Source: an optimization exercise on an open RTL-to-GDS flow (aim: small area). Production flows keep margins and buffers that such runs may drop.
Function was checked by simulation only, so behaviour that the tests miss may differ from the original.
Power and IR drop assume default switching activity. The flow treats the clock pin as an ideal source, which a real chip does not have.

`flow/config.mk`:
```
export PLATFORM = sky130hd
export DESIGN_NAME = dmem_block_mem
export DESIGN_NICKNAME = dmem_block_mem
export VERILOG_FILES = /design/flow/design.v
export SDC_FILE = /design/flow/constraint.sdc
export NUM_CORES = 4
export LEC_CHECK = 0
export CAP_MARGIN = 20
export CORE_MARGIN = 2
export CORE_UTILIZATION = 45
export SLEW_MARGIN = 20
```
`flow/constraint.sdc`:
```
create_clock -name core_clock -period 10.0 [get_ports {clock}]
set_input_delay 2.0000 -clock core_clock [delete_from_list [all_inputs] [get_ports {clock}]]
set_output_delay 2.0000 -clock core_clock [all_outputs]
set_load 0.01 [all_outputs]
```
`flow/design.v`:
```
module dmem_block_mem (
  input  logic        clock,
  input  logic        reset,
  input  logic        read,
  input  logic        write,
  input  logic [5:0]  address,
  input  logic [31:0] writedata,
  output logic [31:0] readdata,
  output logic        busywait
);
  localparam int NTAP = 11;    
  logic [31:0] r_ring [64];
  logic [63:0] r_vld;
  logic [5:0]  r_phase;
  logic [2:0]  r_cnt;          
  logic [31:0] r_hold;
  logic [31:0] r_readdata;
  logic        w_req, w_active, w_commit_rd;
  logic [5:0]  w_pos;
  logic [NTAP-1:0] w_hit, w_rsel;
  logic        w_anyhit;
  logic [31:0] w_tap, w_hold_next;
  assign w_req    = read | write;
  assign w_active = (r_cnt == 3'd0) ? w_req : (r_cnt <= 3'd5);
  assign busywait = w_active & ~reset;
  assign readdata = r_readdata;
  assign w_pos    = address + r_phase;
  assign w_commit_rd = (r_cnt == 3'd5) & ~write;
  always_comb begin
    w_tap = 32'd0;
    for (int k = 0; k < NTAP; k++) begin
      w_hit[k]  = w_active & (w_pos == 6'(6 * k));
      w_rsel[k] = w_hit[k] & r_vld[6 * k];
      if (w_rsel[k]) w_tap = w_tap | r_ring[6 * k];
    end
  end
  assign w_anyhit    = |w_hit;
  assign w_hold_next = w_anyhit ? w_tap : r_hold;
  always_ff @(posedge clock) begin
    if (reset) begin
      r_cnt   <= 3'd0;
      r_phase <= 6'd0;
    end else begin
      r_phase <= r_phase + 6'd1;
      if (r_cnt == 3'd0) begin
        if (w_req) r_cnt <= 3'd1;
      end else if (r_cnt == 3'd6) begin
        r_cnt <= 3'd0;
      end else begin
        r_cnt <= r_cnt + 3'd1;
      end
    end
  end
  always_ff @(posedge clock) begin
    r_hold <= w_hold_next;
    if (reset)            r_readdata <= 32'd0;
    else if (w_commit_rd) r_readdata <= w_hold_next;
  end
  always_ff @(posedge clock) begin
    for (int p = 0; p < 64; p++) begin
      r_ring[(p + 1) % 64] <= r_ring[p];
      r_vld[(p + 1) % 64]  <= r_vld[p] & ~reset;
    end
    for (int k = 0; k < NTAP; k++) begin
      if (w_hit[k] & write) begin
        r_ring[6 * k + 1] <= writedata;
        r_vld[6 * k + 1]  <= ~reset;
      end
    end
  end
endmodule
```
`flow/run.sh`:
```
#!/bin/bash
# synth_recipe.tcl (not shown) runs the flow's synth.tcl, then flattens the netlist and writes it again
# the make line also repeats each setting of config.mk as NAME=value (left out here)
make -C /OpenROAD-flow-scripts/flow DESIGN_CONFIG=/design/flow/config.mk WORK_HOME=/design/flow/orfs CLKGATE_MAP_FILE= SYNTH_SCRIPT=/design/flow/synth_recipe.tcl finish
```
==> notes.md, run 1 <==
H-tree lvl count -> 4
CTS Hold Bufs -> 0
Die footprint -> 120,700 µm²
Cell area after synthesis -> 53,060 µm²
Total global routing track utilization -> 18.51%
Clock share of power -> 44.3%
Final Skew -> 34.22 ps
Setup CP Type -> input pin to primary output
Critical Path RT -> 8000 ps
Cells after Synth -> 3,434
Die W -> 347.4 µm
Layout cells sized above 1 -> 20.72%
Final core occ -> 53.54%
Internal power -> 0.01382 W
Clock latency (worst-skew pair) -> 790 ps
Flop pwr share -> 53.8%
Switching Fraction -> 20.47%
Max Freq -> 153.9 MHz
Flop-to-flop setup slack -> 5130 ps
Vias -> 25.19k
Wirelength per Cell -> 21.28 µm
Relative slew margins -> 25.15%
Mean Syn Cell Area -> 15.45 µm²
Library cells used by synthesis -> 61
Worst setup EP type -> primary output
Setup TNS Final -> 0 ps
Vias in the first global route -> 24.95k
Leakage power -> 25.00 nW
Initial Util -> 45.54%
Buffers on Ports -> 74
CTS Buf Count -> 198
CTS Sinks -> 2,185
Fin. Hold Viols -> 0
DR vias/cell -> 4.770
Slew @ Worst Pin -> 1123 ps
CTS clock-pin slew for the worst setup and hold paths -> 60 ps
Initial DRC count -> 1,731
HPWL after DPL -> 65,700 µm
Placement Cell Area -> 55,510 µm²
Crit-path max FO -> 11
Fin crit period -> 6498 ps
Drt drc -> 0
Clk root buf -> clkbuf_16
Worst R2R Path Depth -> 9
Async SR Flop Fraction -> 0%
Detailed-router iteration count before antenna repair -> 7
Total gr overflow -> 0
Min-delay src -> r_ring[2][26]
Crit start category -> input pin
Maximum clock insertion buffer count -> 3
NetSw -> 0.003557 W
Area Overhead vs Synth -> 17.58%
# IOs -> 75
Syn nets -> 3,483
Worst Hold Endpoint -> r_ring[3][26]
Max IR drop VDD -> 0.0001907 V
Resized cells post-CTS -> 0
Number of synthesized register bits -> 2,185
Row count -> 125
Max_cap viols -> 0
Status -> finished clean
Worst path slowest cell -> clkdlybuf4s50_1
Slowest Stage Delay on Critical Path -> 790 ps
Hold Path Class -> register to register
Post-route cell area -> 62,390 µm²
Crit path DAT -> 4500 ps
First-pass GRT wire length -> 163,600 µm
Most frequent cells in the layout -> dfxtp_1 (2,185), mux2_2 (353), clkbuf_16 (198), nand2_1 (134), nand3_1 (118)
Nets -> 3,641
Comb pwr share -> 1.9%
Most common cell after layout, fill and taps aside -> dfxtp_1
Final worst path period share -> 64.98%
Initial antenna violation count -> 4
Worst hold path depth -> 0
Final wirelength -> 112,400 µm
Pin count of the biggest net entering global routing -> 77
CTS tree -> done
Endpoints failing setup -> 0
Register area share after synthesis -> 82.44%
Smallest hold slack -> 302.4 ps
Pwr per Cell Area -> 278.5 nW/µm²
Unrepaired setup endpoints after global routing -> no
Slew Limit Fails -> 0
Top_reg_cell synth -> dfxtp_1
GPL Wtd Cong -> 0.7983
Yosys Warn Count -> 2
Die height -> 347.4 µm
Reg-to-reg startpoint -> r_phase[2]
Core area -> 116,500 µm²
Postcts setup bufs -> 0
Number of enable flip-flop cells after synthesis -> 0
R2r endpoint -> r_readdata[24]
Antenna-violating nets left -> 0
Crit path cell chain -> clkdlybuf4s50_1 > or4_1 > nor2_1 > a21o_1 > nor2_1 > clkdlybuf4s50_1
layout make-up:
type / count / area [µm²]
Fill cell: 9383 / 54130
Timing Repair Buffer: 113 / 1028
Clock buffer: 292 / 5868
Clock inverter: 70 / 1007
Tap cell: 1524 / 1907
Multi-Input combinational cell: 1079 / 8772
Sequential cell: 2185 / 43740
Antenna cell: 3 / 7.507
Inverter: 15 / 56.30
Yosys cell counts, types with 4 or more instances:
cell,number,area [µm²]
a222oi_1,19,190.2
buf_1,19,71.32
a22o_1,9,78.83
o22ai_1,7,43.79
ha_1,6,75.07
nand4_1,10,62.56
buf_6,4,45.04
a221o_1,14,140.1
a22oi_1,26,195.2
o21ai_0,5,25.02
nand3_1,120,600.6
o221ai_1,15,131.4
nor3_1,16,80.08
o221ai_2,17,255.2
mux2_2,353,3975
and2_1,10,62.56
nor2_1,28,105.1
and3_1,49,306.5
a2111oi_2,4,60.06
xor2_1,5,43.79
buf_2,35,175.2
nand2_1,141,529.3
o2111ai_1,5,43.79
dfxtp_1,2185,43740
a2111oi_0,7,61.31
a32o_1,4,40.04
a32oi_1,4,35.03
a21oi_1,50,250.2
a31oi_1,13,81.33
inv_1,15,56.30
nor2b_1,55,344.1
clkbuf_1,96,360.4
a211oi_1,17,127.6
a221oi_1,17,148.9
xnor2_1,9,78.83
a21o_1,7,52.55
critical path: cells and delay by family:
kind                   cells  cell delay [ps]
AO/OA/AOI/OAI              1              190
AND/OR/NAND/NOR            3              830
buffers and inverters      2             1460
through the flow:
stage | instances | total power (W) | setup slack, ps
5_1_grt | 5278 | 0.01795 | 3533
4_1_cts | 5278 | 0.01753 | 3631
3_3_place_gp | 4916 | 0.009842 | 3096
6_report | 5281 | 0.01737 | 3502
2_1_floorplan | 3434 | 0.009654 | 5082
3_5_place_dp | 4916 | 0.009856 | 2960
worst max-delay path by stage:
| stage | to | startpoint | slack (ps) |
|---|---|---|---|
| global route | busywait | write | 3530 |
| floorplan | r_readdata[13] | address[0] | 5080 |
| detailed placement | r_readdata[30] | address[2] | 2960 |
| global placement | r_readdata[30] | address[2] | 3100 |
| CTS | busywait | write | 3630 |
| finish | busywait | write | 3500 |
layer usage:
layer / wire, µm / vias to the layer above / GRT usage (%)
met4: 3061 / 0 / 6.921
met3: 5149 / 180 / 3.185
met2: 49080 / 685 / 28.08
li1: - / 11910 / -
met1: 55070 / 12420 / 26.51
met5: 0 / - / 0
logic make-up (layout without fill, tap and decap cells):
| kind of cell | after synthesis | in the layout | synth area share (%) |
|---|---|---|---|
| compound gates | 256 | 256 | 4.016 |
| xor+xnor | 16 | 16 | 0.3136 |
| fa+ha+maj | 7 | 7 | 0.1792 |
| buf+inv | 170 | 490 | 1.349 |
| flops | 2185 | 2185 | 82.44 |
| mux | 355 | 355 | 7.529 |
| other cells | 0 | 3 | 0 |
| simple gates | 445 | 445 | 4.178 |
registers in the layout, summed over array words and instances, names as in the netlist:
signal and cells:
r_cnt 3, r_vld 64, r_phase 6, r_hold 32
r_ring 2048, r_readdata 32
power by group through the flow:
stage / clock network, W / logic, W / registers (W)
2_1_floorplan: 0 / 0.000201 / 0.00945
3_3_place_gp: 0 / 0.000321 / 0.00952
3_5_place_dp: 0 / 0.000326 / 0.00953
4_1_cts: 0.00785 / 0.000328 / 0.00935
5_1_grt: 0.00822 / 0.000346 / 0.00938
6_report: 0.00770 / 0.000330 / 0.00934
==> run 2, diff against run 1 <==
==> flow/design.v (replaced) <==
module dmem_block_mem (
  input  logic        clock,
  input  logic        reset,
  input  logic        read,
  input  logic        write,
  input  logic [5:0]  address,
  input  logic [31:0] writedata,
  output logic [31:0] readdata,
  output logic        busywait
);
  localparam int NTAP = 11;    
  logic [31:0] r_ring [64];
  logic [5:0]  r_phase;
  logic [2:0]  r_cnt;          
  logic        r_clr;          
  logic [31:0] r_hold;
  logic [31:0] r_readdata;
  logic        w_req, w_active, w_commit_rd, w_clr;
  logic [5:0]  w_pos;
  logic [NTAP-1:0] w_hit, w_rsel, w_wsel, w_keep;
  logic        w_anyhit;
  logic [31:0] w_tap, w_hold_next;
  assign w_req    = read | write;
  assign w_active = ((r_cnt == 3'd0) ? w_req : (r_cnt <= 3'd5)) & ~reset;
  assign busywait = w_active;
  assign readdata = r_readdata;
  assign w_pos    = address + r_phase;
  assign w_clr    = reset | r_clr;
  assign w_commit_rd = (r_cnt == 3'd5) & ~write;
  always_comb begin
    w_tap = 32'd0;
    for (int k = 0; k < NTAP; k++) begin
      w_hit[k]  = w_active & (w_pos == 6'(6 * k));
      w_rsel[k] = w_hit[k] & ~w_clr;
      w_wsel[k] = w_hit[k] & write;
      w_keep[k] = ~w_wsel[k] & ~w_clr;
      w_tap = w_tap | (r_ring[6 * k] & {32{w_rsel[k]}});
    end
  end
  assign w_anyhit    = |w_hit;
  assign w_hold_next = w_anyhit ? w_tap : r_hold;
  always_ff @(posedge clock) begin
    if (reset) begin
      r_cnt   <= 3'd0;
      r_phase <= 6'd0;
      r_clr   <= 1'b1;
    end else begin
      r_phase <= r_phase + 6'd1;
      if (r_phase == 6'd4) r_clr <= 1'b0;
      if (r_cnt == 3'd0) begin
        if (w_req) r_cnt <= 3'd1;
      end else if (r_cnt == 3'd6) begin
        r_cnt <= 3'd0;
      end else begin
        r_cnt <= r_cnt + 3'd1;
      end
    end
  end
  always_ff @(posedge clock) begin
    r_hold <= w_hold_next;
    if (reset)            r_readdata <= 32'd0;
    else if (w_commit_rd) r_readdata <= w_hold_next;
  end
  always_ff @(posedge clock) begin
    for (int p = 0; p < 64; p++) begin
      if (p % 6 == 0 && p < 6 * NTAP)
        r_ring[p + 1] <= (writedata & {32{w_wsel[p / 6]}}) | (r_ring[p] & {32{w_keep[p / 6]}});
      else
        r_ring[(p + 1) % 64] <= r_ring[p];
    end
  end
endmodule
==> flow/flow/run.sh (new file) <==
#!/bin/bash
# The standard layout (standard.sh), with three changes:
#  - synthesis runs flow/synth.tcl: synth_recipe.tcl with an area-oriented ABC script;
#  - the port buffers are buf_1 cells (buffer_ports -buffer_cell), which repair may upsize;
#  - clock tree synthesis clusters up to 22 sinks per leaf buffer and inserts no dummy loads.
# make's output goes to flow.log; each ORFS step logs to orfs/logs/.
set -euo pipefail
here=$(pwd)
bash standard.sh \
  SYNTH_SCRIPT="$here/flow/synth.tcl" \
  "BUFFER_PORTS_ARGS=-buffer_cell sky130_fd_sc_hd__buf_1" \
  "CTS_ARGS=-sink_clustering_enable -repair_clock_nets -sink_clustering_size 22 -sink_clustering_max_diameter 50 -dont_use_dummy_load" \
  finish > "$here/flow.log" 2>&1
==> flow/flow/area.abc (new file) <==
strash
&get -n
&fraig -x
&put
scorr
dc2
strash
&get -n
&dch -f
&nf -R 1000
&put
==> flow/flow/synth.tcl (new file) <==
# The standard synthesis (synth_recipe.tcl), with one change: the combinational logic is
# mapped with an area-oriented ABC script (area.abc beside this file) instead of ORFS's speed
# script. Registers are mapped before ABC runs, so they are the same as the standard synthesis's.
set my_flow_dir [file dirname [file normalize [info script]]]
proc synth {args} { yosys synth -nofsm -noshare {*}$args }
proc abc {args} {
  global my_flow_dir
  set i [lsearch $args -script]
  if {$i >= 0} { set args [lreplace $args $i [expr {$i + 1}] -script $my_flow_dir/area.abc] }
  set i [lsearch $args -D]
  if {$i >= 0} { set args [lreplace $args $i [expr {$i + 1}]] }
  yosys abc {*}$args
}
source $::env(SCRIPTS_DIR)/synth.tcl
# left out here: clear keep_hierarchy, flatten, clean up, hide names made inside functions, write 1_2_yosys.v
==> flow/standard.sh (new file) <==
#!/bin/bash
# synth_recipe.tcl (not shown) runs the flow's synth.tcl, then flattens the netlist and writes it again
# the make line also repeats each setting of config.mk as NAME=value (left out here)
make -C /OpenROAD-flow-scripts/flow DESIGN_CONFIG=/design/flow/config.mk WORK_HOME=/design/flow/orfs CLKGATE_MAP_FILE= SYNTH_SCRIPT=/design/flow/synth_recipe.tcl "${@:-finish}"
--- a/flow/config.mk
+++ b/flow/config.mk
@@ -7,5 +7,5 @@
 export LEC_CHECK = 0
 export CAP_MARGIN = 20
 export CORE_MARGIN = 2
-export CORE_UTILIZATION = 45
+export CORE_UTILIZATION = 70
 export SLEW_MARGIN = 20
removed: flow/run.sh
==> run 2 against run 1 <==
Still clean on timing, DRC and antenna. Utilization is 25 points higher. Hold slack worse by 18 ps. Synthesized cell count is 15% lower. Critical path type is now input pin to register. Largest cell class unchanged.
==> notes.md, run 2 <==
Setup TNS Final -> 0 ps
Max Freq -> 195.8 MHz
NetSw -> 0.002593 W
CTS clock-pin slew for the worst setup and hold paths -> 80 ps
Unrepaired setup endpoints after global routing -> no
Clock share of power -> 35.7%
Most frequent cells in the layout -> dfxtp_1 (2,122), a22o_1 (354), clkbuf_16 (131), nor2_1 (75), a222oi_1 (75)
Smallest hold slack -> 284.3 ps
Syn nets -> 2,966
Layout cells sized above 1 -> 6.582%
Leakage power -> 20.99 nW
Register area share after synthesis -> 87.91%
Die footprint -> 71,150 µm²
Worst setup endpoint -> r_readdata[13]
Area Overhead vs Synth -> 10.72%
Row count -> 96
Clk root buf -> clkbuf_16
CTS Sinks -> 2,122
Number of flip-flops in the largest register -> 2,048
Resized cells post-CTS -> 0
Buffers on Ports -> 74
First-pass GRT wire length -> 155,200 µm
Drt drc -> 0
Initial antenna violation count -> 3
Pin count of the biggest net entering global routing -> 41
Biggest regs -> r_ring (2048), r_hold (32), r_readdata (32)
Number of enable flip-flop cells after synthesis -> 0
Met1 Wirelength -> 46,860 µm
Flop pwr share -> 63.3%
Met2 routed WL -> 46,420 µm
Cells after Synth -> 2,916
R2r endpoint -> r_readdata[13]
Largest cells by area after synthesis -> dfxtp_1 (88%), a22o_1 (6.4%), a222oi_1 (1.6%)
Antenna-violating nets left -> 0
CTS Buf Count -> 131
Detailed-router iteration count before antenna repair -> 8
Yosys top cell area share -> 87.91%
CTS tree -> done
Total global routing track utilization -> 30.34%
# IOs -> 75
Initial DRC count -> 2,921
HPWL after DPL -> 53,080 µm
Cell area after synthesis -> 48,320 µm²
Slew Limit Fails -> 0
Wirelength per Cell -> 26.49 µm
Most common cell after layout, fill and taps aside -> dfxtp_1
Pwr per Cell Area -> 250.8 nW/µm²
Flop-to-flop setup slack -> 5880 ps
Worst setup EP type -> register
Switching Fraction -> 19.32%
Hold Path Class -> register to register
Vias in the first global route -> 24.43k
Nets -> 3,212
Final wirelength -> 107,100 µm
Setup CP Type -> input pin to register
Cell accounting for the most synthesized area -> dfxtp_1
Core area -> 68,470 µm²
Filler cells -> 3,880
Initial Util -> 70.58%
Top-count cell post-synth -> dfxtp_1
Worst R2R Path Depth -> 15
Max_cap viols -> 0
Top layer in use -> met5
Endpoints failing setup -> 0
GPL Wtd Cong -> 0.7742
Relative slew margins -> 27.65%
Yosys Warn Count -> 2
Reg-to-reg startpoint -> r_phase[1]
Commonest cells post-synth -> dfxtp_1 (2,122), a22o_1 (354), nor2_1 (96), a222oi_1 (75), nand2_1 (66)
Die height -> 266.7 µm
H-tree lvl count -> 4
Slew @ Worst Pin -> 1083 ps
Max IR drop VDD -> 0.0002294 V
Mean Syn Cell Area -> 16.57 µm²
Final Skew -> 47.49 ps
Crit-path max FO -> 19
Top_reg_cell synth -> dfxtp_1
Die W -> 266.7 µm
Final worst path period share -> 51.08%
Critical Path RT -> 10,620 ps
Number of synthesized register bits -> 2,122
Comb pwr share -> 1.0%
Worst Slack Setup Final -> 4892 ps
Worst Setup SP -> address[1]
Met3 wire length -> 10,360 µm
DR vias/cell -> 5.932
Async SR Flop Fraction -> 0%
Fin crit period -> 5108 ps
Setup slack at placement -> 4351 ps
CTS Hold Bufs -> 0
Internal power -> 0.01083 W
Maximum clock insertion buffer count -> 3
Crit path DAT -> 5720 ps
Total gr overflow -> 0
Clock latency (worst-skew pair) -> 740 ps
Biggest register -> r_ring
Vias -> 23.98k
Library cells used by synthesis -> 30
Crit start category -> input pin
Postcts setup bufs -> 0
Status -> finished clean
Fin. Hold Viols -> 0
Antenna Cells -> 0
-- run 2: cell types whose count changed after synthesis, moves of 56 or more --
cell,before,now
a222oi_1,19,75
a22o_1,9,354
clkbuf_1,96,0
dfxtp_1,2185,2122
mux2_2,353,0
nand2_1,141,66
nand3_1,120,8
nor2_1,28,96
-- run 2: logic make-up after synthesis --
logic type	count (synthesis)	share of synthesized area [%]
DFF	2122	87.91
xor gates and xnor gates	8	0.1450
and+or+nand+nor	273	2.563
buffers and inverters	5	0.03884
adders and majority gates	8	0.2227
AOI/OAI and AO/OA	500	9.122
-- run 2: cell type report --
| cell class | count | area, µm² | share of cell area, % |
|---|---|---|---|
| Clock buffer | 131 | 3278 | 6.127 |
| Inverter | 5 | 18.77 | 0.03508 |
| Tap cell | 882 | 1104 | 2.062 |
| Timing Repair Buffer | 113 | 571.8 | 1.069 |
| Multi-Input combinational cell | 789 | 6053 | 11.31 |
| Sequential cell | 2122 | 42480 | 79.39 |
-- run 2: worst min path at each step --
stage                         startpoint        endpoint  slack [ps]  depth (start not counted)
final                     r_ring[39][22]  r_ring[40][22]         280                          0
after global routing      r_ring[38][11]  r_ring[39][11]         290                          0
after floorplan            r_ring[63][0]    r_ring[0][0]         310                          0
after detailed placement  r_ring[63][12]   r_ring[0][12]         310                          0
after global placement    r_ring[27][28]  r_ring[28][28]         310                          0
after CTS                 r_ring[39][22]  r_ring[40][22]         280                          0
-- run 2: per-layer routing --
layer	global-route usage (%)	vias to the layer above
met2	44.72	1186
met4	10.55	4
met5	0	-
met1	43.72	11910
met3	8.110	266
li1	-	10620
-- run 2: metrics by stage --
| stage | util, % | cell area (µm²) | power [W] | instances |
|---|---|---|---|---|
| after CTS | 78.15 | 53510 | 0.01348 | 4042 |
| final | 78.15 | 53510 | 0.01342 | 4042 |
| after global routing | 78.15 | 53510 | 0.01379 | 4042 |
| after detailed placement | 73.36 | 50230 | 0.008818 | 3911 |
| after floorplan | - | 48320 | 0.008731 | 2916 |
| after global placement | 73.36 | 50230 | 0.008813 | 3911 |
-- run 2: power groups by stage --
stage	combinational, W	sequential [W]	clock, W
CTS	0.000128	0.00849	0.00486
global route	0.000136	0.00850	0.00515
detailed placement	0.000127	0.00869	0
finish	0.000132	0.00849	0.00480
global placement	0.000123	0.00869	0
floorplan	0.0000447	0.00869	0
-- run 2: critical path: stages --
cell and delay (ps):
buf_1 130, ha_1 330, a21o_1 160, a21oi_1 210, o21bai_1 90, a21oi_1 270, xnor2_1 160, nor2_1 170
nand3_1 250, nor2_4 640, buf_4 510, a222oi_1 130, and3_1 240, nand4_1 120, nor2_1 70, nor3_1 220
==> run 3, diff against run 2 <==
==> flow/flow/run.sh (replaced) <==
#!/bin/bash
# The standard layout (standard.sh), with three changes:
#  - synthesis runs flow/synth.tcl: synth_recipe.tcl with an area-oriented ABC script;
#  - the port buffers are buf_1 cells (buffer_ports -buffer_cell), which repair may upsize;
#  - clock tree synthesis uses clkbuf_8 buffers, clusters up to 20 sinks per leaf buffer and inserts no dummy loads.
# make's output goes to flow.log; each ORFS step logs to orfs/logs/.
set -euo pipefail
here=$(pwd)
bash standard.sh \
  SYNTH_SCRIPT="$here/flow/synth.tcl" \
  "BUFFER_PORTS_ARGS=-buffer_cell sky130_fd_sc_hd__buf_1" \
  "CTS_ARGS=-sink_clustering_enable -repair_clock_nets -buf_list sky130_fd_sc_hd__clkbuf_8 -sink_clustering_size 20 -sink_clustering_max_diameter 40 -dont_use_dummy_load" \
  finish > "$here/flow.log" 2>&1
==> run 3 against run 2 <==
Register-to-register slack improved by 100 ps. Clock skew increased by 34 ps. Fmax increased by 3.1%. Critical endpoint is now r_readdata[23]. Largest power group unchanged.
==> notes.md, run 3 <==
Status -> finished clean
Row count -> 96
Total gr overflow -> 0
Die height -> 266.7 µm
Top_reg_cell synth -> dfxtp_1
Biggest register -> r_ring
Final core occ -> 76.36%
Die W -> 266.7 µm
Vias in the first global route -> 23.89k
CTS clock-pin slew for the worst setup and hold paths -> 110 ps
Area Overhead vs Synth -> 8.190%
Clk root buf -> clkbuf_8
Initial antenna violation count -> 4
Postcts setup bufs -> 0
Slew Limit Fails -> 0
Relative slew margins -> 26.78%
Total global routing track utilization -> 29.35%
CTS tree -> done
Hold Path Class -> register to register
Endpoints failing setup -> 0
Number of flip-flops in the largest register -> 2,048
Leakage power -> 20.45 nW
Setup slack at placement -> 4351 ps
Max Freq -> 201.8 MHz
Fin. Hold Viols -> 0
Async SR Flop Fraction -> 0%
Initial DRC count -> 2,820
Max_cap viols -> 0
Fin crit period -> 4957 ps
Critical Path RT -> 10,730 ps
Cells after Synth -> 2,916
Largest cells by area after synthesis -> dfxtp_1 (88%), a22o_1 (6.4%), a222oi_1 (1.6%)
DR vias/cell -> 5.833
Pwr per Cell Area -> 235.1 nW/µm²
GPL Wtd Cong -> 0.7742
Yosys Warn Count -> 2
HPWL after DPL -> 53,080 µm
Number of enable flip-flop cells after synthesis -> 0
Library cells used by synthesis -> 30
CTS Hold Bufs -> 0
Flop-to-flop setup slack -> 5980 ps
Drt drc -> 0
CTS Sinks -> 2,122
Slowest Stage Delay on Critical Path -> 640 ps
Number of synthesized register bits -> 2,122
First-pass GRT wire length -> 150,200 µm
Pin count of the biggest net entering global routing -> 41
Wirelength per Cell -> 25.59 µm
Clock latency (worst-skew pair) -> 820 ps
Layout cells sized above 1 -> 7.111%
Setup TNS Final -> 0 ps
Buffers on Ports -> 74
Biggest regs -> r_ring (2048), r_hold (32), r_readdata (32)
Die footprint -> 71,150 µm²
Worst setup EP type -> register
Crit path cell chain -> buf_1 > ha_1 > a21o_1 > a21oi_1 > o21bai_1 > a21oi_1 > xor2_1 > nand3_1 > nor2_4 > buf_4 > a222oi_1 > and3_1 > nand4_1 > nor2_1 > nor3_1
Total power -> 0.01229 W
Syn nets -> 2,966
Core area -> 68,470 µm²
# IOs -> 75
Resized cells post-CTS -> 0
Cell area after synthesis -> 48,320 µm²
Crit start category -> input pin
CTS Buf Count -> 149
Vias -> 23.69k
Yosys top cell area share -> 87.91%
Register area share after synthesis -> 87.91%
Final wirelength -> 103,900 µm
Initial Util -> 70.58%
Commonest cells post-synth -> dfxtp_1 (2,122), a22o_1 (354), nor2_1 (96), a222oi_1 (75), nand2_1 (66)
Max IR drop VDD -> 0.0002044 V
Unrepaired setup endpoints after global routing -> no
Worst Slack Setup Final -> 5043 ps
Maximum clock insertion buffer count -> 3
Mean Syn Cell Area -> 16.57 µm²
Detailed-router iteration count before antenna repair -> 9
Final worst path period share -> 49.57%
Nets -> 3,230
Cell accounting for the most synthesized area -> dfxtp_1
Crit path DAT -> 5690 ps
Final Skew -> 81.53 ps
H-tree lvl count -> 4
Setup CP Type -> input pin to register
Most frequent CP cell -> a21oi_1
Slew @ Worst Pin -> 1096 ps
Crit-path max FO -> 19
Worst path slowest cell -> nor2_4
Most frequent cells in the layout -> dfxtp_1 (2,122), a22o_1 (354), clkbuf_8 (149), nor2_1 (75), a222oi_1 (75)
Antenna-violating nets left -> 0
Top-count cell post-synth -> dfxtp_1
Most common cell after layout, fill and taps aside -> dfxtp_1
## run 3: cell counts after synthesis
No cell type changed its count.
## run 3: area by class of cell
cell class / instances / area (µm²)
Timing Repair Buffer: 113 / 571.8
Multi-Input combinational cell: 789 / 6053
Clock buffer: 149 / 2051
Sequential cell: 2122 / 42480
Fill cell: 4107 / 16180
Tap cell: 882 / 1104
Antenna cell: 1 / 2.502
Inverter: 5 / 18.77
## run 3: kinds of logic after synthesis
logic type,after synthesis,synth area share (%)
buffers and inverters,5,0.03884
and+or+nand+nor,273,2.563
xor gates and xnor gates,8,0.1450
DFF,2122,87.91
adders and majority gates,8,0.2227
AOI/OAI and AO/OA,500,9.122
## run 3: stage by stage
| stage | hold WS [ps] | cell area (µm²) | instances |
|---|---|---|---|
| after detailed placement | 312.1 | 50230 | 3911 |
| after global placement | 309.6 | 50230 | 3911 |
| final | 246.2 | 52280 | 4061 |
| after global routing | 243.5 | 52280 | 4061 |
| after CTS | 245.9 | 52280 | 4060 |
| after floorplan | 309.6 | 48320 | 2916 |
## run 3: routing by layer
metal	GRT usage, %	share of wire [%]	up-vias
li1	-	-	10620
met1	42.59	45	11680
met2	42.36	43	1154
met3	7.999	9.3	232
met4	11.21	3.2	2
met5	0	0.014	-
## run 3: critical path: cells and delay by family
| kind | cells | cell delay (ps) |
|---|---|---|
| compound gates | 5 | 900 |
| xor+xnor | 1 | 280 |
| fa+ha+maj | 1 | 310 |
| buf+inv | 2 | 640 |
| simple gates | 6 | 1530 |
## run 3: where the power goes
group	total [W]	internal, W	switching [W]
logic	0.000131	0.0000272	0.000104
registers	0.00850	0.00848	0.0000158
clock network	0.00367	0.00134	0.00233
total	0.0123	0.00985	0.00245
## run 3: worst paths after layout
kind	endpoint	startpoint	cells past startpoint
min reg2reg	r_ring[21][11]	r_ring[20][11]	0
max	r_readdata[23]	address[1]	15
max reg2reg	r_readdata[23]	r_phase[1]	14
min	r_ring[21][11]	r_ring[20][11]	0
==> run 4, diff against run 3 <==
==> flow/flow/run.sh (replaced) <==
#!/bin/bash
# The standard layout (standard.sh), with three changes:
#  - synthesis runs flow/synth.tcl: synth_recipe.tcl with an area-oriented ABC script;
#  - the port buffers are buf_1 cells (buffer_ports -buffer_cell), which repair may upsize;
#  - clock tree synthesis clusters up to 30 sinks per leaf buffer and inserts no dummy loads.
# make's output goes to flow.log; each ORFS step logs to orfs/logs/.
set -euo pipefail
here=$(pwd)
bash standard.sh \
  SYNTH_SCRIPT="$here/flow/synth.tcl" \
  "BUFFER_PORTS_ARGS=-buffer_cell sky130_fd_sc_hd__buf_1" \
  "CTS_ARGS=-sink_clustering_enable -repair_clock_nets -sink_clustering_size 30 -sink_clustering_max_diameter 60 -dont_use_dummy_load" \
  finish > "$here/flow.log" 2>&1
==> run 4 against run 3 <==
Still clean. Combinational power barely moved. Setup slack worse by 210 ps. Count of clock-buffer cells in the layout decreased by 63. Routed wire length grew 1.3%. Sequential cell count stayed put. Clock skew fell by 32 ps. Fmax down 4.1%. Critical path type unchanged. Critical endpoint is now r_readdata[28]. Largest power group unchanged.
==> notes.md, run 4 <==
NetSw -> 0.002443 W
Commonest cells post-synth -> dfxtp_1 (2,122), a22o_1 (354), nor2_1 (96), a222oi_1 (75), nand2_1 (66)
CTS Buf Count -> 86
Number of flip-flops in the largest register -> 2,048
CTS Hold Bufs -> 0
# IOs -> 75
CTS Sinks -> 2,122
Number of enable flip-flop cells after synthesis -> 0
Area Overhead vs Synth -> 8.394%
Max Freq -> 193.4 MHz
Top_reg_cell synth -> dfxtp_1
Flop pwr share -> 68.0%
Antenna Cells -> 0
Maximum clock insertion buffer count -> 3
Relative slew margins -> 25.86%
Final Skew -> 49.68 ps
Post-route cell area -> 52,380 µm²
Initial Util -> 70.58%
Wirelength per Cell -> 26.32 µm
Number of synthesized register bits -> 2,122
Clock latency (worst-skew pair) -> 640 ps
HPWL after DPL -> 53,080 µm
Setup CP Type -> input pin to register
Switching Fraction -> 19.54%
Crit start category -> input pin
Resized cells post-CTS -> 0
Initial DRC count -> 2,677
Unrepaired setup endpoints after global routing -> no
Leakage power -> 20.44 nW
Biggest regs -> r_ring (2048), r_hold (32), r_readdata (32)
Die footprint -> 71,150 µm²
Drt drc -> 0
Nets -> 3,167
Postcts setup bufs -> 0
H-tree lvl count -> 3
Placement Cell Area -> 50,230 µm²
Final core occ -> 76.51%
Total global routing track utilization -> 29.51%
Pin count of the biggest net entering global routing -> 41
Slew Limit Fails -> 0
Clock share of power -> 31.0%
Antenna-violating nets left -> 0
Setup TNS Final -> 0 ps
Core area -> 68,470 µm²
Yosys Warn Count -> 2
Most frequent cells in the layout -> dfxtp_1 (2,122), a22o_1 (354), clkbuf_16 (86), nor2_1 (75), a222oi_1 (75)
GPL Wtd Cong -> 0.7742
DR vias/cell -> 5.881
Status -> finished clean
Internal power -> 0.01006 W
Fin. Hold Viols -> 0
Cell accounting for the most synthesized area -> dfxtp_1
Buffers on Ports -> 74
Syn nets -> 2,966
Crit path DAT -> 5710 ps
Fin crit period -> 5171 ps
Detailed-router iteration count before antenna repair -> 8
Mean Syn Cell Area -> 16.57 µm²
Die height -> 266.7 µm
Worst setup EP type -> register
Layout cells sized above 1 -> 5.233%
Largest cells by area after synthesis -> dfxtp_1 (88%), a22o_1 (6.4%), a222oi_1 (1.6%)
Hold Path Class -> register to register
Initial antenna violation count -> 3
Final wirelength -> 105,200 µm
Yosys top cell area share -> 87.91%
Vias in the first global route -> 23.57k
Pwr per Cell Area -> 238.7 nW/µm²
Crit-path max FO -> 19
Cells after Synth -> 2,916
CTS clock-pin slew for the worst setup and hold paths -> 100 ps
Total gr overflow -> 0
Library cells used by synthesis -> 30
First-pass GRT wire length -> 151,600 µm
Slew @ Worst Pin -> 1109 ps
Cell area after synthesis -> 48,320 µm²
CTS tree -> done
Top-count cell post-synth -> dfxtp_1
Biggest register -> r_ring
Total power -> 0.01250 W
Row count -> 96
Endpoints failing setup -> 0
Worst Slack Setup Final -> 4829 ps
Register area share after synthesis -> 87.91%
Setup slack at placement -> 4351 ps
Comb pwr share -> 1.0%
Vias -> 23.51k
Clk root buf -> clkbuf_16
Most common cell after layout, fill and taps aside -> dfxtp_1
Die W -> 266.7 µm
Async SR Flop Fraction -> 0%
Max_cap viols -> 0
Max IR drop VDD -> 0.0001835 V
Critical Path RT -> 10,530 ps
Final worst path period share -> 51.71%
-- run 4: cell types whose count changed in the layout (fill, tap and decap cells not counted), sizes merged --
cell	previous run	this run
diode	1	0
clkbuf	150	87
-- run 4: layout make-up --
class / instances / area [µm²]
inverters: 5 / 18.77
fillers: 4082 / 16090
well taps: 882 / 1104
clock buffers: 86 / 2152
repair buffers: 113 / 571.8
multi-input cells: 789 / 6053
flip-flops and latches: 2122 / 42480
-- run 4: worst paths after layout --
kind                            slack, ps         start  cells after the start             end
worst max-delay path                 4830    address[1]                     16  r_readdata[28]
worst max register to register       5870    r_phase[1]                     15  r_readdata[28]
worst min-delay path                  270  r_ring[4][4]                      0    r_ring[5][4]
worst min register to register        270  r_ring[4][4]                      0    r_ring[5][4]
-- run 4: metal layers --
| metal | vias to the layer above | part of all wire, % | track usage (%) |
|---|---|---|---|
| met3 | 237 | 9.4 | 7.215 |
| met4 | 4 | 3.2 | 9.353 |
| met2 | 1101 | 43 | 43.74 |
| li1 | 10510 | - | - |
| met5 | - | 0.023 | 0 |
| met1 | 11650 | 44 | 43.16 |
-- run 4: per-stage QoR --
stage          hold slack (ps)  std cells
3_3_place_gp             309.6       3911
2_1_floorplan            309.6       2916
3_5_place_dp             312.1       3911
4_1_cts                  271.1       3997
5_1_grt                  278.0       3997
6_report                 265.1       3997
-- run 4: cells by family (layout without fill, tap and decap cells) --
group / Yosys count / after routing / synth area share, %
buf+inv: 5 / 204 / 0.03884
simple gates: 273 / 273 / 2.563
flops: 2122 / 2122 / 87.91
xor+xnor: 8 / 8 / 0.1450
compound gates: 500 / 500 / 9.122
fa+ha+maj: 8 / 8 / 0.2227
-- run 4: power groups by stage --
stage | Combinational (W) | Sequential, W | Clock (W)
floorplan | 0.0000447 | 0.00869 | 0
global placement | 0.000123 | 0.00869 | 0
detailed placement | 0.000127 | 0.00869 | 0
CTS | 0.000127 | 0.00850 | 0.00392
global route | 0.000136 | 0.00850 | 0.00420
finish | 0.000131 | 0.00850 | 0.00387
-- run 4: worst max-delay path: stages --
cell      delay [ps]
buf_1            110
ha_1             310
a21o_1           150
a21oi_1          210
o21bai_1          90
a21oi_1          270
xor2_1           280
nand3_1          270
nor2_4           660
buf_4            530
a22o_1           220
a221oi_1          50
nand4_1          140
a21o_1           120
nor2_1            50
nor3_1           220
==> run 5, diff against run 4 <==
==> flow/flow/run.sh (replaced) <==
#!/bin/bash
# The standard layout (standard.sh), with three changes:
#  - synthesis runs flow/synth.tcl: synth_recipe.tcl with an area-oriented ABC script;
#  - the port buffers are buf_1 cells (buffer_ports -buffer_cell), which repair may upsize;
#  - clock tree synthesis clusters up to 34 sinks per leaf buffer and inserts no dummy loads.
# make's output goes to flow.log; each ORFS step logs to orfs/logs/.
set -euo pipefail
here=$(pwd)
bash standard.sh \
  SYNTH_SCRIPT="$here/flow/synth.tcl" \
  "BUFFER_PORTS_ARGS=-buffer_cell sky130_fd_sc_hd__buf_1" \
  "CTS_ARGS=-sink_clustering_enable -repair_clock_nets -sink_clustering_size 34 -sink_clustering_max_diameter 70 -dont_use_dummy_load" \
  finish > "$here/flow.log" 2>&1
--- a/flow/config.mk
+++ b/flow/config.mk
@@ -5,7 +5,7 @@
 export SDC_FILE = /design/flow/constraint.sdc
 export NUM_CORES = 4
 export LEC_CHECK = 0
-export CAP_MARGIN = 20
+export CAP_MARGIN = 5
 export CORE_MARGIN = 2
 export CORE_UTILIZATION = 70
-export SLEW_MARGIN = 20
+export SLEW_MARGIN = 5
==> run 5 against run 4 <==
Sequential share of layout area up 0.55 points. Fmax rose by 0.90%. Sequential cell count did not move. Power is 2.4% lower. Design area is 0.67% lower. Synthesized cell count is the same. Count of clock-buffer cells in the layout shrank 14. Combinational power is essentially flat. Highest routed layer unchanged. Sequential power hardly changed. Routed wire length is 0.64% lower. Hold slack improved by 19 ps. Global-route usage fell by 0.15 points.
==> notes.md, run 5 <==
Max IR drop VDD -> 0.0001974 V
Maximum clock insertion buffer count -> 3
Clock share of power -> 29.3%
CTS Sinks -> 2,122
Library cells used by synthesis -> 30
Slowest Stage Delay on Critical Path -> 630 ps
Yosys Warn Count -> 2
NetSw -> 0.002375 W
Yosys top cell area share -> 87.91%
Worst path slowest cell -> nor2_4
Switching Fraction -> 19.46%
Biggest regs -> r_ring (2048), r_hold (32), r_readdata (32)
Initial Util -> 70.58%
Max_cap viols -> 0
Comb pwr share -> 1.1%
Layout cells sized above 1 -> 4.805%
HPWL after DPL -> 53,080 µm
Smallest hold slack -> 284.0 ps
Final worst path period share -> 51.25%
Fin. Hold Viols -> 0
Cell area after synthesis -> 48,320 µm²
Slew Limit Fails -> 0
Filler cells -> 4,095
Vias in the first global route -> 23.36k
Clk root buf -> clkbuf_16
Die W -> 266.7 µm
Relative slew margins -> 26.32%
Resized cells post-CTS -> 0
Max Freq -> 195.1 MHz
Die footprint -> 71,150 µm²
Hold Path Class -> register to register
Number of synthesized register bits -> 2,122
First-pass GRT wire length -> 150,600 µm
Most frequent cells in the layout -> dfxtp_1 (2,122), a22o_1 (354), nor2_1 (75), a222oi_1 (75), buf_1 (73)
Postcts setup bufs -> 0
Wirelength per Cell -> 26.25 µm
Commonest cells post-synth -> dfxtp_1 (2,122), a22o_1 (354), nor2_1 (96), a222oi_1 (75), nand2_1 (66)
Async SR Flop Fraction -> 0%
Pwr per Cell Area -> 234.5 nW/µm²
Top_reg_cell synth -> dfxtp_1
Number of flip-flops in the largest register -> 2,048
Status -> finished clean
Critical Path RT -> 10,550 ps
H-tree lvl count -> 3
Total gr overflow -> 0
Crit start category -> input pin
Initial DRC count -> 2,564
CTS Hold Bufs -> 0
Setup TNS Final -> 0 ps
Endpoints failing setup -> 0
CTS clock-pin slew for the worst setup and hold paths -> 120 ps
Initial antenna violation count -> 3
Biggest register -> r_ring
Most common cell after layout, fill and taps aside -> dfxtp_1
CTS Buf Count -> 72
Row count -> 96
Flop pwr share -> 69.7%
Vias -> 23.33k
Final wirelength -> 104,500 µm
Antenna-violating nets left -> 0
Worst setup EP type -> register
Crit path buf inv count -> 2
Slew @ Worst Pin -> 1103 ps
Nets -> 3,153
Antenna Cells -> 0
Fin crit period -> 5125 ps
Final Skew -> 63.96 ps
Setup CP Type -> input pin to register
Die height -> 266.7 µm
Unrepaired setup endpoints after global routing -> no
Cell accounting for the most synthesized area -> dfxtp_1
Crit path cell chain -> buf_1 > ha_1 > a21o_1 > a21oi_1 > o21bai_1 > a21oi_1 > xor2_1 > nand3_1 > nor2_4 > buf_4 > a22o_1 > a221oi_1 > nand4_1 > a21o_1 > nor2_1 > nor3_1
CTS tree -> done
Total power -> 0.01220 W
Largest cells by area after synthesis -> dfxtp_1 (88%), a22o_1 (6.4%), a222oi_1 (1.6%)
GPL Wtd Cong -> 0.7742
Pin count of the biggest net entering global routing -> 41
Core area -> 68,470 µm²
# IOs -> 75
Mean Syn Cell Area -> 16.57 µm²
Placement Cell Area -> 50,230 µm²
Clock latency (worst-skew pair) -> 660 ps
Internal power -> 0.009827 W
Final core occ -> 75.99%
Leakage power -> 20.26 nW
Post-route cell area -> 52,030 µm²
Cells after Synth -> 2,916
Buffers on Ports -> 74
Top delay family on crit path -> simple AND/OR/NAND/NOR gates
Syn nets -> 2,966
Crit-path max FO -> 19
Detailed-router iteration count before antenna repair -> 7
Area Overhead vs Synth -> 7.669%
Top-count cell post-synth -> dfxtp_1
Total global routing track utilization -> 29.36%
Number of enable flip-flop cells after synthesis -> 0
Register area share after synthesis -> 87.91%
Crit path DAT -> 5680 ps
DR vias/cell -> 5.858
Drt drc -> 0
[run 5: cell count changes in the layout (fill, tap and decap cells not counted)]
cell / change
clkbuf_16: -14
[run 5: logic make-up after synthesis]
kind of cell             count (synthesis)  synth area share, %
flip-flops                            2122                87.91
AO/OA/AOI/OAI                          500                9.122
AND/OR/NAND/NOR                        273                2.563
XOR/XNOR                                 8               0.1450
adder cells (fa/ha/maj)                  8               0.2227
buffers and inverters                    5              0.03884
[run 5: final cells by class]
class	instances	area [µm²]	area share, %
tap	882	1104	2.121
multi-input combinational	789	6053	11.63
timing repair buffer	113	571.8	1.099
inverter	5	18.77	0.03607
sequential	2122	42480	81.65
clock buffer	72	1802	3.463
[run 5: through the flow]
stage / worst slack (ps) / instances
after floorplan: 3436 / 2916
after global placement: 4397 / 3911
after detailed placement: 4351 / 3911
after CTS: 5025 / 3983
after global routing: 4687 / 3983
final: 4875 / 3983
[run 5: power groups by stage]
stage	Clock [W]	Combinational, W	Sequential (W)
finish	0.00357	0.000132	0.00850
global route	0.00389	0.000136	0.00851
CTS	0.00361	0.000128	0.00850
detailed placement	0	0.000127	0.00869
global placement	0	0.000123	0.00869
floorplan	0	0.0000447	0.00869
[run 5: metal layers]
layer	vias up	global-route usage (%)	routed length, µm
li1	10490	-	-
met1	11570	43.10	46480
met2	1043	43.39	44700
met3	234	6.938	9710
met4	4	9.596	3623
met5	-	0	26
[run 5: worst paths after layout]
path,startpoint,endpoint,slack [ps],cells after the start
setup / recovery,address[1],r_readdata[28],4880,16
hold / removal,r_ring[15][7],r_ring[16][7],280,0
setup reg to reg,r_phase[1],r_readdata[28],5910,15
hold reg to reg,r_ring[15][7],r_ring[16][7],280,0
==> run 6, diff against run 5 <==
--- a/flow/config.mk
+++ b/flow/config.mk
@@ -5,7 +5,7 @@
 export SDC_FILE = /design/flow/constraint.sdc
 export NUM_CORES = 4
 export LEC_CHECK = 0
-export CAP_MARGIN = 5
+export CAP_MARGIN = 20
 export CORE_MARGIN = 2
-export CORE_UTILIZATION = 70
-export SLEW_MARGIN = 5
+export CORE_UTILIZATION = 75
+export SLEW_MARGIN = 20
==> run 6 against run 5 <==
Critical path depth shrank 10. Synthesized cell count stayed put. Fmax is 3.6% lower. Non-clock buffer count unchanged. Sequential cell count did not move. Clock power hardly changed. Power about the same. Routed wire length is 0.35% higher.
==> notes.md, run 6 <==
Internal power -> 0.009827 W
Die height -> 257.8 µm
Max Freq -> 188.2 MHz
Layout cells sized above 1 -> 4.805%
Critical Path RT -> 8000 ps
Non-filler cells, final -> 3,958
Slowest Stage Delay on Critical Path -> 640 ps
Initial DRC count -> 2,830
Yosys top cell area share -> 87.91%
Most frequent CP cell -> a21o_1
Buffers on Ports -> 74
Worst path slowest cell -> buf_4
Drt drc -> 0
Row count -> 93
Met3 wire length -> 8960 µm
Die footprint -> 66,480 µm²
CTS clock-pin slew for the worst setup and hold paths -> 120 ps
Cell accounting for the most synthesized area -> dfxtp_1
Slew @ Worst Pin -> 1038 ps
Cell area after synthesis -> 48,320 µm²
Biggest register -> r_ring
Yosys Warn Count -> 2
Largest cells by area after synthesis -> dfxtp_1 (88%), a22o_1 (6.4%), a222oi_1 (1.6%)
Most common cell after layout, fill and taps aside -> dfxtp_1
Register area share after synthesis -> 87.91%
Number of enable flip-flop cells after synthesis -> 0
Detailed-router iteration count before antenna repair -> 6
Wirelength per Cell -> 26.51 µm
Commonest cells post-synth -> dfxtp_1 (2,122), a22o_1 (354), nor2_1 (96), a222oi_1 (75), nand2_1 (66)
Total gr overflow -> 0
Setup TNS Final -> 0 ps
Slew Limit Fails -> 0
Total global routing track utilization -> 31.46%
Syn nets -> 2,966
Setup CP Type -> input pin to primary output
Comb pwr share -> 1.0%
Final Skew -> 51.69 ps
Worst setup EP type -> primary output
Vias in the first global route -> 23.85k
Endpoints failing setup -> 0
Status -> finished clean
Initial antenna violation count -> 2
Final worst path period share -> 53.14%
Crit path cell chain -> clkbuf_2 > buf_4 > a21o_1 > a21o_1 > clkinv_1 > buf_1
Flop-to-flop setup slack -> 5800 ps
Most frequent cells in the layout -> dfxtp_1 (2,122), a22o_1 (354), nor2_1 (75), a222oi_1 (75), buf_1 (73)
Mean Syn Cell Area -> 16.57 µm²
Max_cap viols -> 0
H-tree lvl count -> 3
Number of synthesized register bits -> 2,122
Maximum clock insertion buffer count -> 3
NetSw -> 0.002381 W
# IOs -> 75
Core area -> 64,120 µm²
Crit-path max FO -> 42
Unrepaired setup endpoints after global routing -> no
Met1 Wirelength -> 46,470 µm
Leakage power -> 20.25 nW
DR vias/cell -> 5.987
Pwr per Cell Area -> 234.8 nW/µm²
Cells after Synth -> 2,916
Biggest regs -> r_ring (2048), r_hold (32), r_readdata (32)
Fin. Hold Viols -> 0
Flop pwr share -> 69.6%
Vias -> 23.70k
GPL Wtd Cong -> 0.8302
CTS Sinks -> 2,122
CTS Buf Count -> 72
Crit start category -> input pin
Fin crit period -> 5314 ps
Die W -> 257.8 µm
Met2 routed WL -> 46,050 µm
Hold Path Class -> register to register
Top layer in use -> met5
CTS tree -> done
Crit path DAT -> 3310 ps
Top-count cell post-synth -> dfxtp_1
CTS Hold Bufs -> 0
Relative slew margins -> 30.77%
Initial Util -> 75.37%
Clk root buf -> clkbuf_16
Clock latency (worst-skew pair) -> 660 ps
Nets -> 3,153
Pin count of the biggest net entering global routing -> 43
Final wirelength -> 104,900 µm
Switching Fraction -> 19.50%
HPWL after DPL -> 52,880 µm
Number of flip-flops in the largest register -> 2,048
Postcts setup bufs -> 0
Top_reg_cell synth -> dfxtp_1
Max IR drop VDD -> 0.0002732 V
Async SR Flop Fraction -> 0%
Library cells used by synthesis -> 30
Antenna-violating nets left -> 0
Placed instance count -> 3,884
First-pass GRT wire length -> 153,200 µm
Resized cells post-CTS -> 0
Clock share of power -> 29.3%
Area Overhead vs Synth -> 7.597%
## run 6: changes by cell type in the layout (fill, tap and decap cells not counted)
cell / delta
nor3_4: -1
diode_2: +2
nor3_2: +1
## run 6: area by class of cell
type	instances	area, µm²
diodes	2	5.005
clock buffers	72	1802
fillers	3333	12120
inverters	5	18.77
multi-input cells	789	6047
flip-flops and latches	2122	42480
well taps	855	1070
repair buffers	113	571.8
## run 6: worst paths after layout
path / startpoint / to / cells after the start
worst max-delay path: reset / busywait / 6
worst min register to register: r_ring[58][28] / r_ring[59][28] / 0
worst min-delay path: r_ring[58][28] / r_ring[59][28] / 0
worst max register to register: r_phase[1] / r_readdata[8] / 15
## run 6: cells by family (layout without fill, tap and decap cells)
logic type | after synthesis | after routing | synth area share, %
and+or+nand+nor | 273 | 273 | 2.563
other | 0 | 2 | 0
adders and majority gates | 8 | 8 | 0.2227
buffers and inverters | 5 | 190 | 0.03884
DFF | 2122 | 2122 | 87.91
xor gates and xnor gates | 8 | 8 | 0.1450
AOI/OAI and AO/OA | 500 | 500 | 9.122
## run 6: power by group through the flow
stage,clock network (W),logic (W),registers (W)
after CTS,0.00360,0.000124,0.00850
after detailed placement,0,0.000123,0.00869
after global placement,0,0.000121,0.00869
after floorplan,0,0.0000447,0.00869
after global routing,0.00387,0.000133,0.00851
final,0.00358,0.000128,0.00850
## run 6: through the flow
| stage | total power [W] | setup slack [ps] | hold WS [ps] | cell area [µm²] | util (%) |
|---|---|---|---|---|---|
| after CTS | 0.01222 | 4703 | 304.2 | 51990 | 81.09 |
| after global placement | 0.008810 | 4427 | 309.6 | 50190 | 78.28 |
| after floorplan | 0.008731 | 3436 | 309.6 | 48320 | - |
| after global routing | 0.01251 | 4617 | 311.4 | 51990 | 81.09 |
| final | 0.01221 | 4686 | 299.1 | 51990 | 81.10 |
| after detailed placement | 0.008815 | 4248 | 312.1 | 50190 | 78.28 |
## run 6: critical path: cells and delay by family
kind            cells  cell delay (ps)
buf+inv             4              910
compound gates      2              360
## run 6: routing by layer
| layer | GRT usage, % | vias to the layer above |
|---|---|---|
| li1 | - | 10490 |
| met1 | 47.31 | 11800 |
| met2 | 46.72 | 1167 |
| met3 | 5.516 | 240 |
| met4 | 11.08 | 2 |
| met5 | 0 | - |
==> run 7, diff against run 6 <==
--- a/flow/config.mk
+++ b/flow/config.mk
@@ -7,5 +7,6 @@
 export LEC_CHECK = 0
 export CAP_MARGIN = 20
 export CORE_MARGIN = 2
-export CORE_UTILIZATION = 75
+export CORE_UTILIZATION = 70
+export GPL_TIMING_DRIVEN = 0
 export SLEW_MARGIN = 20
==> run 7 against run 6 <==
Utilization down 3.0 points. Highest routed layer is now met4. Critical endpoint unchanged. Global-route usage fell by 1.4 points. Largest cell class unchanged. Design area increased by 2.8%. Critical path type unchanged. Non-clock buffer count up 76.
==> notes.md, run 7 <==
Most frequent CP cell -> a21o_1
Fin. Hold Viols -> 0
Final wirelength -> 106,300 µm
Commonest cells post-synth -> dfxtp_1 (2,122), a22o_1 (354), nor2_1 (96), a222oi_1 (75), nand2_1 (66)
Top_reg_cell synth -> dfxtp_1
Cell area after synthesis -> 48,320 µm²
Yosys Warn Count -> 2
H-tree lvl count -> 3
Most common cell after layout, fill and taps aside -> dfxtp_1
Flop-to-flop setup slack -> 5830 ps
First-pass GRT wire length -> 155,100 µm
Async SR Flop Fraction -> 0%
Worst setup EP type -> primary output
Vias -> 24.10k
Biggest regs -> r_ring (2048), r_hold (32), r_readdata (32)
Clock share of power -> 29.2%
Total global routing track utilization -> 30.06%
Crit-path max FO -> 24
Final worst path period share -> 53.61%
Fin crit period -> 5361 ps
Slowest Stage Delay on Critical Path -> 520 ps
Placement Cell Area -> 51,670 µm²
Endpoints failing setup -> 0
Max Freq -> 186.5 MHz
Wirelength per Cell -> 26.18 µm
Switching Fraction -> 19.51%
Worst Hold Endpoint -> r_ring[50][12]
Maximum clock insertion buffer count -> 3
Antenna-violating nets left -> 0
Max IR drop VDD -> 0.0002064 V
Pwr per Cell Area -> 228.7 nW/µm²
Area Overhead vs Synth -> 10.66%
Worst hold path depth -> 0
Crit path cell chain -> buf_2 > buf_12 > a21o_1 > a21o_1 > clkinv_1 > buf_1
Min-delay src -> r_ring[49][12]
CTS Sinks -> 2,122
Comb pwr share -> 1.2%
Internal power -> 0.009844 W
Yosys top cell area share -> 87.91%
Hold Path Class -> register to register
Vias in the first global route -> 23.95k
Leakage power -> 20.89 nW
HPWL after DPL -> 66,480 µm
Final Skew -> 20.64 ps
Crit path DAT -> 3360 ps
Critical Path RT -> 8000 ps
Post-route cell area -> 53,480 µm²
Initial antenna violation count -> 2
Number of flip-flops in the largest register -> 2,048
Number of enable flip-flop cells after synthesis -> 0
Unrepaired setup endpoints after global routing -> no
Total power -> 0.01223 W
Smallest hold slack -> 316.9 ps
Clk root buf -> clkbuf_16
Total gr overflow -> 0
Library cells used by synthesis -> 30
Register area share after synthesis -> 87.91%
Max_cap viols -> 0
Crit path buf inv count -> 4
Mean Syn Cell Area -> 16.57 µm²
Die W -> 266.7 µm
Buffers on Ports -> 74
Core area -> 68,470 µm²
Slew Limit Fails -> 0
Initial DRC count -> 2,905
R2r endpoint -> r_readdata[17]
Filler cells -> 3,917
Clock latency (worst-skew pair) -> 650 ps
Layout cells sized above 1 -> 7.082%
Die footprint -> 71,150 µm²
Biggest register -> r_ring
Crit start category -> input pin
DR vias/cell -> 5.936
Status -> finished clean
Final core occ -> 78.11%
Top-count cell post-synth -> dfxtp_1
Detailed-router iteration count before antenna repair -> 6
Postcts setup bufs -> 0
Largest cells by area after synthesis -> dfxtp_1 (88%), a22o_1 (6.4%), a222oi_1 (1.6%)
Placed instance count -> 3,987
Most frequent cells in the layout -> dfxtp_1 (2,122), a22o_1 (354), nor2_1 (75), a222oi_1 (75), buf_1 (73)
Row count -> 96
Initial Util -> 70.58%
Syn nets -> 2,966
Top delay family on crit path -> buffers and inverters
Reg-to-reg startpoint -> r_phase[1]
CTS tree -> done
Worst path slowest cell -> buf_2
CTS clock-pin slew for the worst setup and hold paths -> 120 ps
Drt drc -> 0
Worst R2R Path Depth -> 17
Setup CP Type -> input pin to primary output
NetSw -> 0.002386 W
Pin count of the biggest net entering global routing -> 35
Resized cells post-CTS -> 0
Non-filler cells, final -> 4,060
Nets -> 3,229
GPL Wtd Cong -> 0.7759
Cells after Synth -> 2,916
Number of synthesized register bits -> 2,122
Die height -> 266.7 µm
# IOs -> 75
Slew @ Worst Pin -> 1005 ps
Cell accounting for the most synthesized area -> dfxtp_1
CTS Buf Count -> 72
CTS Hold Bufs -> 0
Relative slew margins -> 33.03%
Flop pwr share -> 69.5%
[run 7: cell counts after synthesis]
Identical to the previous run, type by type.
[run 7: worst reg2reg max path, delay by kind of cell, from the launching register on]
kind	cells	cell delay (ps)
xor+xnor	1	250
flops	1	470
compound gates	5	840
buf+inv	4	730
fa+ha+maj	1	280
simple gates	6	1540
[run 7: cell type report]
cell class	instances	area, µm²	area share (%)
Sequential cell	2122	42480	79.44
Multi-Input combinational cell	789	6061	11.33
Timing Repair Buffer	189	2008	3.755
Clock buffer	72	1802	3.369
Tap cell	882	1104	2.064
Inverter	5	18.77	0.03510
Antenna cell	1	2.502	0.004679
[run 7: logic make-up (layout without fill, tap and decap cells)]
kind of cell | after synthesis | count (layout) | share of synthesized area [%]
flip-flops | 2122 | 2122 | 87.91
AO/OA/AOI/OAI | 500 | 500 | 9.122
AND/OR/NAND/NOR | 273 | 273 | 2.563
adder cells (fa/ha/maj) | 8 | 8 | 0.2227
XOR/XNOR | 8 | 8 | 0.1450
buffers and inverters | 5 | 266 | 0.03884
other | 0 | 1 | 0
[run 7: power by group through the flow]
stage          clock network [W]  registers [W]   logic, W
3_5_place_dp                   0        0.00869   0.000148
4_1_cts                  0.00362        0.00850   0.000149
6_report                 0.00358        0.00850   0.000153
2_1_floorplan                  0        0.00869  0.0000447
3_3_place_gp                   0        0.00869   0.000115
5_1_grt                  0.00391        0.00851   0.000158
[run 7: how the worst max path moves through the flow]
stage	startpoint	to	slack, ps	cells past startpoint
after floorplan	address[0]	r_ring[7][0]	3440	9
after global placement	reset	r_ring[19][1]	-10300	8
after detailed placement	reset	r_readdata[17]	4130	16
after CTS	reset	busywait	4640	6
after global routing	reset	busywait	4560	6
final	reset	busywait	4640	6
[run 7: layer usage]
| layer | vias to the layer above | track usage, % | share of wire, % |
|---|---|---|---|
| met5 | - | 0 | 0 |
| met4 | 0 | 11.31 | 3.7 |
| met3 | 263 | 5.619 | 9.2 |
| met2 | 1178 | 41.19 | 40 |
| met1 | 12030 | 47.48 | 47 |
| li1 | 10630 | - | - |
[run 7: through the flow]
stage | setup WS, ps | setup TNS (ps)
after detailed placement | 4134 | 0
after CTS | 4638 | 0
after global placement | -10300 | -2408640
after floorplan | 3436 | 0
after global routing | 4564 | 0
final | 4639 | 0
==> run 8, diff against run 7 <==
--- a/flow/config.mk
+++ b/flow/config.mk
@@ -8,5 +8,4 @@
 export CAP_MARGIN = 20
 export CORE_MARGIN = 2
 export CORE_UTILIZATION = 70
-export GPL_TIMING_DRIVEN = 0
 export SLEW_MARGIN = 20
==> run 8 against run 7 <==
Area after synthesis unchanged. Largest cell class unchanged. Critical path type is now input pin to register. Sequential power about the same. Non-clock buffer count shrank 76.
==> notes.md, run 8 <==
Commonest cells post-synth -> dfxtp_1 (2,122), a22o_1 (354), nor2_1 (96), a222oi_1 (75), nand2_1 (66)
CTS Sinks -> 2,122
Top-count cell post-synth -> dfxtp_1
Cell accounting for the most synthesized area -> dfxtp_1
Slowest Stage Delay on Critical Path -> 630 ps
Hold Path Class -> register to register
Leakage power -> 20.26 nW
DR vias/cell -> 5.858
Number of flip-flops in the largest register -> 2,048
Wirelength per Cell -> 26.25 µm
Vias in the first global route -> 23.36k
Detailed-router iteration count before antenna repair -> 7
Initial antenna violation count -> 3
Antenna Cells -> 0
Largest cells by area after synthesis -> dfxtp_1 (88%), a22o_1 (6.4%), a222oi_1 (1.6%)
Max Freq -> 195.1 MHz
Met2 Usage GRT -> 43.39%
Met1 usage -> 43.10%
Final Skew -> 63.96 ps
Postcts setup bufs -> 0
Die height -> 266.7 µm
Async SR Flop Fraction -> 0%
# IOs -> 75
Total global routing track utilization -> 29.36%
Most frequent cells in the layout -> dfxtp_1 (2,122), a22o_1 (354), nor2_1 (75), a222oi_1 (75), buf_1 (73)
GR Util met3 -> 6.938%
Cell area after synthesis -> 48,320 µm²
Fin crit period -> 5125 ps
Clk root buf -> clkbuf_16
Filler cells -> 4,095
Vias -> 23.33k
Biggest register -> r_ring
Critical Path RT -> 10,550 ps
Cells after Synth -> 2,916
Fin. Hold Viols -> 0
Crit-path max FO -> 19
Busiest grt layer -> met2
Buffers on Ports -> 74
Crit path DAT -> 5680 ps
Die footprint -> 71,150 µm²
Final wirelength -> 104,500 µm
Max IR drop VDD -> 0.0001974 V
Pwr per Cell Area -> 234.5 nW/µm²
Worst setup EP type -> register
Library cells used by synthesis -> 30
Slew Limit Fails -> 0
CTS clock-pin slew for the worst setup and hold paths -> 120 ps
Syn nets -> 2,966
Maximum clock insertion buffer count -> 3
Final worst path period share -> 51.25%
Crit path cell chain -> buf_1 > ha_1 > a21o_1 > a21oi_1 > o21bai_1 > a21oi_1 > xor2_1 > nand3_1 > nor2_4 > buf_4 > a22o_1 > a221oi_1 > nand4_1 > a21o_1 > nor2_1 > nor3_1
HPWL after DPL -> 53,080 µm
Worst path slowest cell -> nor2_4
First-pass GRT wire length -> 150,600 µm
Number of synthesized register bits -> 2,122
Antenna-violating nets left -> 0
CTS tree -> done
Placement Cell Area -> 50,230 µm²
Final core occ -> 75.99%
Row count -> 96
Crit start category -> input pin
Number of enable flip-flop cells after synthesis -> 0
H-tree lvl count -> 3
Total gr overflow -> 0
Most common cell after layout, fill and taps aside -> dfxtp_1
GPL Wtd Cong -> 0.7742
Post-route cell area -> 52,030 µm²
Status -> finished clean
Yosys Warn Count -> 2
Initial DRC count -> 2,564
Pin count of the biggest net entering global routing -> 41
Max_cap viols -> 0
Unrepaired setup endpoints after global routing -> no
Layout cells sized above 1 -> 4.805%
CTS Hold Bufs -> 0
Endpoints failing setup -> 0
Yosys top cell area share -> 87.91%
Crit path buf inv count -> 2
Mean Syn Cell Area -> 16.57 µm²
Core area -> 68,470 µm²
Slew @ Worst Pin -> 1103 ps
Top delay family on crit path -> simple AND/OR/NAND/NOR gates
Die W -> 266.7 µm
Top_reg_cell synth -> dfxtp_1
Setup CP Type -> input pin to register
Drt drc -> 0
Resized cells post-CTS -> 0
Nets -> 3,153
Biggest regs -> r_ring (2048), r_hold (32), r_readdata (32)
Setup TNS Final -> 0 ps
Initial Util -> 70.58%
CTS Buf Count -> 72
Relative slew margins -> 26.32%
Area Overhead vs Synth -> 7.669%
Register area share after synthesis -> 87.91%
Clock latency (worst-skew pair) -> 660 ps
run 8: cell counts after synthesis:
No cell type changed its count.
run 8: layer usage:
metal	share of wire (%)	up-vias	routed length, µm
li1	-	10490	-
met1	44	11570	46480
met2	43	1043	44700
met3	9.3	234	9710
met4	3.5	4	3623
met5	0.025	-	26
run 8: kinds of logic (layout without fill, tap and decap cells):
| logic type | after synthesis | after routing | share of synthesized area, % |
|---|---|---|---|
| buffers and inverters | 5 | 190 | 0.03884 |
| adders and majority gates | 8 | 8 | 0.2227 |
| DFF | 2122 | 2122 | 87.91 |
| and+or+nand+nor | 273 | 273 | 2.563 |
| AOI/OAI and AO/OA | 500 | 500 | 9.122 |
| xor gates and xnor gates | 8 | 8 | 0.1450 |
run 8: path summary, 6_finish.rpt:
kind / start / to / slack [ps] / cells after the start
setup / recovery: address[1] / r_readdata[28] / 4880 / 16
hold / removal: r_ring[15][7] / r_ring[16][7] / 280 / 0
setup reg to reg: r_phase[1] / r_readdata[28] / 5910 / 15
hold reg to reg: r_ring[15][7] / r_ring[16][7] / 280 / 0
run 8: layout make-up:
| class | count | area [µm²] | area share (%) |
|---|---|---|---|
| sequential | 2122 | 42480 | 81.65 |
| multi-input combinational | 789 | 6053 | 11.63 |
| clock buffer | 72 | 1802 | 3.463 |
| tap | 882 | 1104 | 2.121 |
| timing repair buffer | 113 | 571.8 | 1.099 |
| inverter | 5 | 18.77 | 0.03607 |
run 8: through the flow:
| stage | total power, W | std cells | setup WS, ps | hold WS (ps) |
|---|---|---|---|---|
| 6_report | 0.01220 | 3983 | 4875 | 284.0 |
| 5_1_grt | 0.01253 | 3983 | 4687 | 288.1 |
| 4_1_cts | 0.01224 | 3983 | 5025 | 279.0 |
| 3_5_place_dp | 0.008818 | 3911 | 4351 | 312.1 |
| 3_3_place_gp | 0.008813 | 3911 | 4397 | 309.6 |
| 2_1_floorplan | 0.008731 | 2916 | 3436 | 309.6 |
run 8: where the power goes:
part | internal (W) | switching [W] | total (W)
Combinational | 0.0000272 | 0.000105 | 0.000132
Sequential | 0.00848 | 0.0000161 | 0.00850
Clock | 0.00132 | 0.00225 | 0.00357
Total | 0.00983 | 0.00237 | 0.0122

what the ideal ports hide:
The flow's constraints put no driver on any port. The routed layouts listed below were extracted and timed again, unchanged, in two steps. Step 1 (the two cells are an assumption about what drives the block):
set clk [get_ports {clock}]
set_driving_cell -lib_cell sky130_fd_sc_hd__clkbuf_16 $clk
set_driving_cell -lib_cell sky130_fd_sc_hd__buf_2 [delete_from_list [all_inputs] $clk]
Step 2, shift: input delay + t, output delay - t, t = (earliest + latest rising clock arrival at the registers) / 2. This alone moves slack from input paths to output paths. Slacks: ideal / step 1 / step 2; pairs: ideal / step 1.
| run | shift t [ns] | setup slack, ns | worst register clock-pin slew, ns |
|---|---|---|---|
| run 1 | 0.848 | 3.502 / 3.353 / 2.945 | 0.07 / 0.07 |
| run 2 | 0.773 | 4.892 / 4.936 / 4.163 | 0.08 / 0.08 |
| run 3 | 0.838 | 5.043 / 5.067 / 4.247 | 0.11 / 0.11 |
| run 4 | 0.693 | 4.829 / 4.874 / 4.181 | 0.11 / 0.11 |
| run 5 | 0.689 | 4.875 / 4.921 / 4.232 | 0.12 / 0.12 |
| run 6 | 0.702 | 4.686 / 4.662 / 4.131 | 0.12 / 0.12 |
| run 7 | 0.705 | 4.639 / 4.617 / 4.003 | 0.12 / 0.12 |
| run 8 | 0.689 | 4.875 / 4.921 / 4.232 | 0.12 / 0.12 |
After both steps every run listed still meets setup and hold. For run 3, which loses most, drivers alone change the setup slack by +0.024 ns; drivers and shift together by -0.796 ns.
